Background: an optimization exercise with open tools, aiming at small area. Do not read the settings as production practice. Only simulation tests tie the RTL to the original design; equivalence was not proved. Power is estimated from default activity; no workload was simulated.

// x86_exec_top
module x86_exec_top (
  input  logic                    clk,
  input  logic                    arst_n,
  input  logic                    instr_valid,
  input  x86_exec_pkg::exec_req_t req,
  output logic                    res_valid,
  output x86_exec_pkg::exec_res_t res,
  output x86_exec_pkg::eflags_t   eflags,
  output x86_exec_pkg::word_t     eip
);
Size in the first run: about 1400 cells after synthesis, about 110 flip-flops, roughly 300 I/O pins.
Settings: LEC_CHECK=0, ABC_AREA=1, CAP_MARGIN=20, CORE_MARGIN=2, CORE_UTILIZATION=55, SLEW_MARGIN=20; clock period 12.0 ns.
standard.sh (not shown) runs the stock make flow with config.mk's settings and CLKGATE_MAP_FILE= SYNTH_SCRIPT=/design/flow/synth_recipe.tcl, a recipe that flattens the netlist after the stock synthesis.
==> flow/flow/run.sh <==
#!/bin/bash
# Standard layout with two changes: the smallest buffer on every port, and
# an area-oriented ABC script for the combinational logic in synthesis
# (registers, flattening and renaming exactly as the standard synthesis).
set -e
here=$(pwd)
export BUFFER_PORTS_ARGS="-buffer_cell sky130_fd_sc_hd__buf_1"
export SKIP_REPAIR_TIE_FANOUT=1
export MY_ABC_SCRIPT="$here/flow/abc_small.script"
sed 's|log_cmd abc {\*}$abc_args|log_cmd abc {*}[lreplace $abc_args 1 1 $::env(MY_ABC_SCRIPT)]|' \
  "$FLOW_HOME/scripts/synth.tcl" > "$here/synth_small.tcl"
grep -q 'MY_ABC_SCRIPT' "$here/synth_small.tcl"
sed "s|source \$::env(SCRIPTS_DIR)/synth.tcl|source $here/synth_small.tcl|" \
  "$here/synth_recipe.tcl" > "$here/synth_recipe_small.tcl"
grep -q 'synth_small.tcl' "$here/synth_recipe_small.tcl"
bash standard.sh SYNTH_SCRIPT="$here/synth_recipe_small.tcl" finish > standard.log 2>&1
==> flow/flow/abc_small.script <==
strash
balance
rewrite
refactor
balance
rewrite
rewrite -z
balance
refactor -z
rewrite -z
balance
&get -n
&st
&dch
&nf -R 1000
&put
topo
buffer -c
upsize -c
dnsize -c
Change:
--- a/flow/design.v
+++ b/flow/design.v
@@ -117,55 +117,53 @@
   assign o_lahf   = opc == 7'd34;
   assign o_sahf   = opc == 7'd35;
   assign o_jmp    = opc == 7'd36;
   assign o_jz     = opc == 7'd37;
   assign o_jnz    = opc == 7'd38;
   assign o_jecxz  = opc == 7'd39;
   logic is_loop, adj_sub, adj_add, is_adj;
   logic ar_add, ar_sub, is_arith, is_logic, is_shift;
+  logic a_from_b, a_ext, m_xor, m_and, m_or;
   assign is_loop  = o_loop | o_loope | o_loopne;
   assign adj_sub  = o_push | o_callr | o_calli | is_loop;
   assign adj_add  = o_pop | o_ret;
   assign is_adj   = adj_sub | adj_add;
   assign ar_add   = o_add | o_adc | o_inc;
   assign ar_sub   = o_sub | o_sbb | o_dec | o_cmp;
   assign is_arith = ar_add | ar_sub;
   assign is_logic = o_and | o_test | o_or | o_xor;
   assign is_shift = o_shl | o_shr | o_rol | o_ror;
+  assign a_from_b = is_adj | o_mov | o_lea | o_xchg;
+  assign a_ext    = o_movsx | o_movzx;
+  assign m_xor    = o_xor | o_not;
+  assign m_and    = o_and | o_test;
+  assign m_or     = o_or;
   logic [31:0] opa, opb, sum, al;
   logic [32:0] cy;   
   logic        b_is_b, b_is_c, b_inv, cin;
-  logic [3:0] x;
-  logic       hi, hi_b, sx, kc, m_and, m_or, cin_lo;
-  assign hi = opc[4];
-  assign x  = opc[3:0];
-  assign hi_b   = hi & ~(x == 4'd11 | x == 4'd12);
-  assign sx     = hi & (x == 4'd11);
-  assign b_is_b = ~hi & ~(x == 4'd3 | x == 4'd6 | x == 4'd12);
-  assign b_is_c = hi & (~x[3] | x == 4'd8);
-  assign b_inv  = ~hi ? x[2] : (x[3] ? (x == 4'd8) : ((x[2] ^ x[0]) | ~(x[1] ^ x[2])));
-  assign cin_lo = (x == 4'd2) ? f_cf : (x == 4'd5) ? ~f_cf : (x == 4'd3 | x == 4'd4 | x == 4'd7);
-  assign cin    = hi ? b_inv : cin_lo;
-  assign kc     = hi | ~x[3];
-  assign m_and  = ~hi & x[3] & ~x[2] & ~x[1];
-  assign m_or   = ~hi & (x == 4'd10);
+  assign b_is_b = is_arith & ~(o_inc | o_dec) | is_logic;
+  assign b_is_c = is_adj;
+  assign b_inv  = ar_sub | adj_sub | o_not;
+  assign cin    = (o_adc & f_cf) | (o_sub | o_cmp) | (o_sbb & ~f_cf) | o_inc | adj_sub;
   always_comb begin
     for (int i = 0; i < 32; i++) begin
       if (i < 8)
-        opa[i] = hi ? b[i] : a[i];
+        opa[i] = (a[i] & ~(a_from_b | a_ext)) | (b[i] & (a_from_b | a_ext));
       else
-        opa[i] = (a[i] & ~hi) | (b[i] & hi_b) | (b[7] & sx);
+        opa[i] = (a[i] & ~(a_from_b | a_ext)) | (b[i] & a_from_b) | (b[7] & o_movsx);
       opb[i] = ((b[i] & b_is_b) | (c[i] & b_is_c)) ^ b_inv;
     end
   end
+  logic        kc;
   logic [31:0] cg, fs, fc, pp, fin;
   logic [4:0]  bc;                   
   logic [3:0]  bp;
   logic        sum_z;
+  assign kc = ~(m_xor | m_and | m_or);
   always_comb begin
     for (int i = 0; i < 32; i++) begin
       if (i == 0)             cg[i] = cin;
       else if (i % 8 == 0)    cg[i] = 1'b0;
       else                    cg[i] = fc[i-1] & kc;
       fs[i] = opa[i] ^ opb[i] ^ cg[i];
       fc[i] = (opa[i] & opb[i]) | (opa[i] & cg[i]) | (opb[i] & cg[i]);
       if (i % 8 == 0) pp[i] = 1'b1;
@@ -211,18 +209,18 @@
   end
   assign sh = rot & mask;
   logic        r_zf, r_sf, r_pf, nz;
   logic        c_cf, c_af, c_of;
   assign nz   = |al;
   assign r_zf = is_shift ? ~|sh : ~nz;
   assign r_sf = is_shift ? sh[31] : al[31];
   assign r_pf = is_shift ? ~^sh[7:0] : ~^al[7:0];
-  assign c_cf = cy[32] ^ x[2];
-  assign c_af = cy[4] ^ x[2];
+  assign c_cf = cy[32] ^ ar_sub;
+  assign c_af = cy[4] ^ ar_sub;
   assign c_of = (opa[31] ~^ opb[31]) & (fin[31] ^ opa[31]);
   logic n_cf, n_pf, n_af, n_zf, n_sf, n_df, n_of;
   always_comb begin
     n_cf = f_cf; n_pf = f_pf; n_af = f_af; n_zf = f_zf;
     n_sf = f_sf; n_df = f_df; n_of = f_of;
     if (is_arith) begin
       if (!(o_inc | o_dec)) n_cf = c_cf;
       n_af = c_af;
@@ -245,17 +243,17 @@
     if (o_cld) n_df = 1'b0;
     if (o_sahf) begin
       n_sf = a[15]; n_zf = a[14]; n_af = a[12]; n_pf = a[10]; n_cf = a[8];
     end
   end
   logic [31:0] w0, w1;
   logic        w0_al;
   assign w0_al = is_arith & ~o_cmp | o_and | o_or | o_xor | o_not |
-                 o_mov | o_lea | o_movsx | o_movzx | o_xchg;
+                 o_mov | o_lea | a_ext | o_xchg;
   always_comb begin
     w0 = w0_al ? al : sh;
     if (o_lahf) w0[15:8] = {f_sf, f_zf, 1'b0, f_af, 1'b0, f_pf, 1'b1, f_cf};
   end
   assign w1 = is_adj ? sum : (o_xchg ? a : b);
   logic        taken;
   logic [31:0] eip_cur, eip_in, eip_nxt;
   logic [3:0]  len_v;
Result:
- setup slack loses 0.17 ns
- power went down by 6.2%
- first-iteration DRC count went up by 9.9%
- worst hold slack is about the same
- routed wire length went up by 1.6%
- clock-buffer cell count does not change
- register-to-register slack loses 0.19 ns

## port drivers added, routing unchanged
Ports are ideal in the flow. The routed layouts listed here were re-timed in OpenROAD. Step 1 assumes that a clkbuf_16 drives the clock port and a buf_2 every other input. Step 2 times the ports against the registers' clock, not the clock port: input delays grow and output delays shrink by t, the midpoint of the rising clock arrivals with the driver on. Slacks: no drivers / after step 1 / after step 2; pairs: no drivers / after step 1.
| run | t (ns) | setup slack, ns | hold slack, ns | slew at the worst register clock pin (ns) | pins driven straight from the clock port |
|---|---|---|---|---|---|
| the first run | 0.417 | 0.811 / 0.784 / 0.366 | 0.487 / 0.487 / 0.487 | 0.10 / 0.10 | 1 |
| the second run | 0.413 | 0.641 / 0.607 / 0.194 | 0.486 / 0.486 / 0.486 | 0.09 / 0.09 | 1 |
After both steps setup and hold are still met in every run listed. The setup slack of the second run, which loses most, moves by -0.034 ns with the drivers and by -0.447 ns with both steps.
